This design comes from an exercise in tuning for small area on the open sky130 flow, not from production work.
Function was checked by simulation only, so behaviour that the tests miss may differ from the original.
No activity file was given, so power comes from the tool's default toggle rates.

==> flow/design.v <==
package ctrl_dmem_unit_pkg;
    localparam int unsigned DATA_W = 32;
    localparam int unsigned OP_W   = 6;
    localparam logic [OP_W-1:0] OP_RTYPE = 6'h00;
    localparam logic [OP_W-1:0] OP_LW    = 6'h23;
    localparam logic [OP_W-1:0] OP_SW    = 6'h2B;
    localparam logic [OP_W-1:0] OP_J     = 6'h02;
    localparam logic [OP_W-1:0] OP_BEQ   = 6'h04;
    typedef struct packed {
        logic rtype;
        logic lw;
        logic sw;
        logic jump;
        logic branch;
    } iclass_t;
    typedef struct packed {
        logic reg_dst;
        logic alu_src;
        logic reg_write;
        logic mem2reg;
        logic mem_read;
        logic mem_write;
    } ctrl_t;
endpackage
import ctrl_dmem_unit_pkg::*;
module dm_array
#(
    parameter int unsigned DEPTH = 64,
    parameter int unsigned AW    = $clog2(DEPTH)
) (
    input  logic              clk,
    input  logic              reset,
    input  logic              we_i,
    input  logic              re_i,
    input  logic [AW-1:0]     idx_i,
    input  logic [DATA_W-1:0] wdata_i,
    output logic [DATA_W-1:0] rdata_o
);
    localparam int unsigned LO_W = 3;
    localparam int unsigned HI_W = AW - LO_W;
    localparam int unsigned NLO  = 1 << LO_W;
    localparam int unsigned NHI  = 1 << HI_W;
    localparam int unsigned NH   = 2;
    localparam int unsigned HW   = DATA_W / NH;
    logic                         init_q;    
    logic                         clr;       
    logic [DEPTH-1:0][DATA_W-1:0] mem_q;
    logic [DEPTH-1:0][DATA_W-1:0] mem_d;
    logic [NLO-1:0] lo;            
    logic [NLO-1:0] lo_c;          
    logic [NHI-1:0] hi_w;          
    logic [NHI-1:0] hi_wc;         
    logic [NHI-1:0] hi_wr;         
    logic [NHI-1:0] hi_r;          
    always_comb begin
        clr = we_i & ~init_q;
        for (int unsigned j = 0; j < NLO; j++) begin
            lo[j]   = (idx_i[LO_W-1:0] == LO_W'(j));
            lo_c[j] = lo[j] | clr;
        end
        for (int unsigned k = 0; k < NHI; k++) begin
            hi_w[k]    = (idx_i[AW-1:LO_W] == HI_W'(k)) & we_i;
            hi_wr[k]   = hi_w[k] & ~reset;
            hi_wc[k]   = hi_w[k] | clr;
            hi_r[k]    = (idx_i[AW-1:LO_W] == HI_W'(k)) & re_i & init_q;
        end
    end
    logic [NH-1:0][DEPTH-1:0] wsel;    
    logic [NH-1:0][DEPTH-1:0] whold;   
    logic [NH-1:0][DEPTH-1:0] rsel;    
    for (genvar h = 0; h < NH; h++) begin : g_half
        for (genvar i = 0; i < DEPTH; i++) begin : g_row
            dm_row_drv u_drv (
                .hi_wc_i   (hi_wc[i / NLO]),
                .hi_wr_i   (hi_wr[i / NLO]),
                .hi_r_i    (hi_r[i / NLO]),
                .lo_i      (lo[i % NLO]),
                .lo_c_i    (lo_c[i % NLO]),
                .wsel_o    (wsel[h][i]),
                .whold_o   (whold[h][i]),
                .rsel_o    (rsel[h][i])
            );
        end
    end
    always_ff @(posedge clk or posedge reset) begin
        if (reset) init_q <= 1'b0;
        else       init_q <= init_q | we_i;
    end
    for (genvar i = 0; i < DEPTH; i++) begin : g_word
        for (genvar b = 0; b < DATA_W; b++) begin : g_bit
            dm_next u_next (
                .load_i (wsel[b / HW][i]),
                .hold_i (whold[b / HW][i]),
                .d_i    (wdata_i[b]),
                .q_i    (mem_q[i][b]),
                .q_o    (mem_d[i][b])
            );
        end
    end
    always_ff @(posedge clk) begin
        mem_q <= mem_d;
    end
    for (genvar b = 0; b < DATA_W; b++) begin : g_rd
        logic [DEPTH-1:0] col;
        for (genvar i = 0; i < DEPTH; i++) begin : g_bit
            assign col[i] = mem_q[i][b];
        end
        dm_rd_col #(.DEPTH(DEPTH)) u_col (
            .sel_i  (rsel[b / HW]),
            .bits_i (col),
            .bit_o  (rdata_o[b])
        );
    end
endmodule
module dm_rd_col
#(
    parameter int unsigned DEPTH = 64
) (
    input  logic [DEPTH-1:0] sel_i,
    input  logic [DEPTH-1:0] bits_i,
    output logic             bit_o
);
    localparam int unsigned NG = DEPTH / 3;        
    localparam int unsigned NR = DEPTH - 3 * NG;   
    logic [NG+NR-1:0] grp_n;   
    for (genvar g = 0; g < NG; g++) begin : g_grp
        dm_rd_aoi3 u_aoi (
            .sel_i  (sel_i[3*g +: 3]),
            .bits_i (bits_i[3*g +: 3]),
            .y_n_o  (grp_n[g])
        );
    end
    for (genvar r = 0; r < NR; r++) begin : g_rem
        assign grp_n[NG+r] = ~(sel_i[3*NG+r] & bits_i[3*NG+r]);
    end
    assign bit_o = ~&grp_n;
endmodule
module dm_rd_aoi3 (
    input  logic [2:0] sel_i,
    input  logic [2:0] bits_i,
    output logic       y_n_o
);
    assign y_n_o = ~|(sel_i & bits_i);
endmodule
module dm_next (
    input  logic load_i,
    input  logic hold_i,
    input  logic d_i,
    input  logic q_i,
    output logic q_o
);
    assign q_o = (load_i & d_i) | (hold_i & q_i);
endmodule
module dm_row_drv (
    input  logic hi_wc_i,
    input  logic hi_wr_i,
    input  logic hi_r_i,
    input  logic lo_i,
    input  logic lo_c_i,
    output logic wsel_o,
    output logic whold_o,
    output logic rsel_o
);
    assign wsel_o  = hi_wr_i & lo_i;
    assign whold_o = ~(hi_wc_i & lo_c_i);
    assign rsel_o  = hi_r_i & lo_i;
endmodule
import ctrl_dmem_unit_pkg::*;
module ctrl_dmem_unit
#(
    parameter int unsigned DEPTH = 64
) (
    input  logic              clk,
    input  logic              reset,
    input  logic [OP_W-1:0]   opCode,
    input  logic [31:0]       addr,
    input  logic [DATA_W-1:0] wdata,
    output logic              rtype,
    output logic              lw,
    output logic              sw,
    output logic              jump,
    output logic              branch,
    output logic              RegDst,
    output logic              ALUSrc,
    output logic              RegWrite,
    output logic              Mem2Reg,
    output logic              MemRead,
    output logic              MemWrite,
    output logic [DATA_W-1:0] memOut
);
    localparam int unsigned AW = $clog2(DEPTH);
    ctrl_dmem_unit_pkg::iclass_t cls;
    ctrl_dmem_unit_pkg::ctrl_t   ctl;
    logic [AW-1:0]     mem_idx;
    logic [DATA_W-1:0] mem_rdata;
    always_comb begin
        cls = '0;
        case (opCode)
            OP_RTYPE: cls.rtype  = 1'b1;
            OP_LW:    cls.lw     = 1'b1;
            OP_SW:    cls.sw     = 1'b1;
            OP_J:     cls.jump   = 1'b1;
            OP_BEQ:   cls.branch = 1'b1;
            default:  cls        = '0;
        endcase
        ctl.reg_dst   = cls.rtype;
        ctl.alu_src   = ~(cls.rtype | cls.branch);
        ctl.reg_write = cls.rtype | cls.lw;
        ctl.mem2reg   = cls.lw;
        ctl.mem_read  = cls.lw;
        ctl.mem_write = cls.sw;
    end
    assign rtype    = cls.rtype;
    assign lw       = cls.lw;
    assign sw       = cls.sw;
    assign jump     = cls.jump;
    assign branch   = cls.branch;
    assign RegDst   = ctl.reg_dst;
    assign ALUSrc   = ctl.alu_src;
    assign RegWrite = ctl.reg_write;
    assign Mem2Reg  = ctl.mem2reg;
    assign MemRead  = ctl.mem_read;
    assign MemWrite = ctl.mem_write;
    assign mem_idx = addr[AW+1:2];
    logic unused_addr_bits;
    assign unused_addr_bits = ^{addr[31:AW+2], addr[1:0]};
    dm_array #(
        .DEPTH (DEPTH),
        .AW    (AW)
    ) u_dm_array (
        .clk     (clk),
        .reset   (reset),
        .we_i    (ctl.mem_write),
        .re_i    (ctl.mem_read),
        .idx_i   (mem_idx),
        .wdata_i (wdata),
        .rdata_o (mem_rdata)
    );
    assign memOut = mem_rdata;
endmodule
==> flow/config.mk <==
export PLATFORM = sky130hd
export DESIGN_NAME = ctrl_dmem_unit
export DESIGN_NICKNAME = ctrl_dmem_unit
export VERILOG_FILES = /design/flow/design.v
export SDC_FILE = /design/flow/constraint.sdc
export NUM_CORES = 4
export LEC_CHECK = 0
export CAP_MARGIN = 20
export CORE_MARGIN = 2
export CORE_UTILIZATION = 45
export CTS_BUF_LIST = sky130_fd_sc_hd__clkbuf_8
export CTS_CLUSTER_DIAMETER = 60
export CTS_CLUSTER_SIZE = 16
export PLACE_DENSITY = 0.6
export SLEW_MARGIN = 20
export SYNTH_HIERARCHICAL = 1
==> flow/constraint.sdc <==
create_clock -name core_clock -period 12.0 [get_ports {clk}]
set_input_delay 2.4000 -clock core_clock [delete_from_list [all_inputs] [get_ports {clk}]]
set_output_delay 2.4000 -clock core_clock [all_outputs]
set_load 0.01 [all_outputs]
standard.sh (not shown) runs the stock make flow with config.mk's settings and CLKGATE_MAP_FILE= SYNTH_SCRIPT=/design/flow/synth_recipe.tcl, a recipe that flattens the netlist after the stock synthesis.
==> flow/flow/run.sh <==
#!/bin/bash
# Own layout flow: the standard layout (standard.sh), with the clock tree
# built from buf_4 buffers without dummy loads, and the ports buffered with a
# small buffer.
set -e
export CTS_ARGS="-sink_clustering_enable -repair_clock_nets -dont_use_dummy_load -buf_list sky130_fd_sc_hd__buf_4 -sink_clustering_size 10 -sink_clustering_max_diameter 50"
export BUFFER_PORTS_ARGS="-buffer_cell sky130_fd_sc_hd__buf_2"
bash standard.sh > standard.log 2>&1
The first run produced a clean layout.
==> next run, changes <==
==> flow/flow/run.sh (replaced) <==
#!/bin/bash
# Own layout flow: the standard layout (standard.sh), with the clock tree
# built without dummy loads and the ports buffered with a small buffer.
set -e
export CTS_ARGS="-sink_clustering_enable -repair_clock_nets -dont_use_dummy_load -buf_list sky130_fd_sc_hd__clkbuf_8 -sink_clustering_size 16 -sink_clustering_max_diameter 60"
export BUFFER_PORTS_ARGS="-buffer_cell sky130_fd_sc_hd__buf_2"
bash standard.sh > standard.log 2>&1
Result:
- core utilization came out higher by 0.28 points
- synthesized area does not change
- routed wire length hardly moves
- sequential power is about the same
- count of clock-buffer cells in the layout came out lower by 73

separate check: timing with driven ports:
The flow's constraints put no driver on any port. The routed layouts listed below were extracted and timed again, unchanged, in two steps. Step 1 (the two cells are an assumption about what drives the block):
set clk [get_ports {clk}]
set_driving_cell -lib_cell sky130_fd_sc_hd__clkbuf_16 $clk
set_driving_cell -lib_cell sky130_fd_sc_hd__buf_2 [delete_from_list [all_inputs] $clk]
Step 2 adds t to the input delays and takes it off the output delays; t is the mean of the earliest and latest rising clock arrival at the registers after step 1. Input paths then give back, and output paths get back, about the clock's delay inside the block. Slacks: ideal ports / drivers / drivers and shift; pairs: ideal ports / drivers.
run	t (ns)	setup WS [ns]	worst setup path at the end	clock arrival spread, ns
the first run	1.163	3.024 / 2.982 / 2.982	input to output	0.121 / 0.122
the second run	0.978	2.921 / 2.879 / 2.879	input to output	0.089 / 0.089
After both steps every run listed still meets setup and hold.
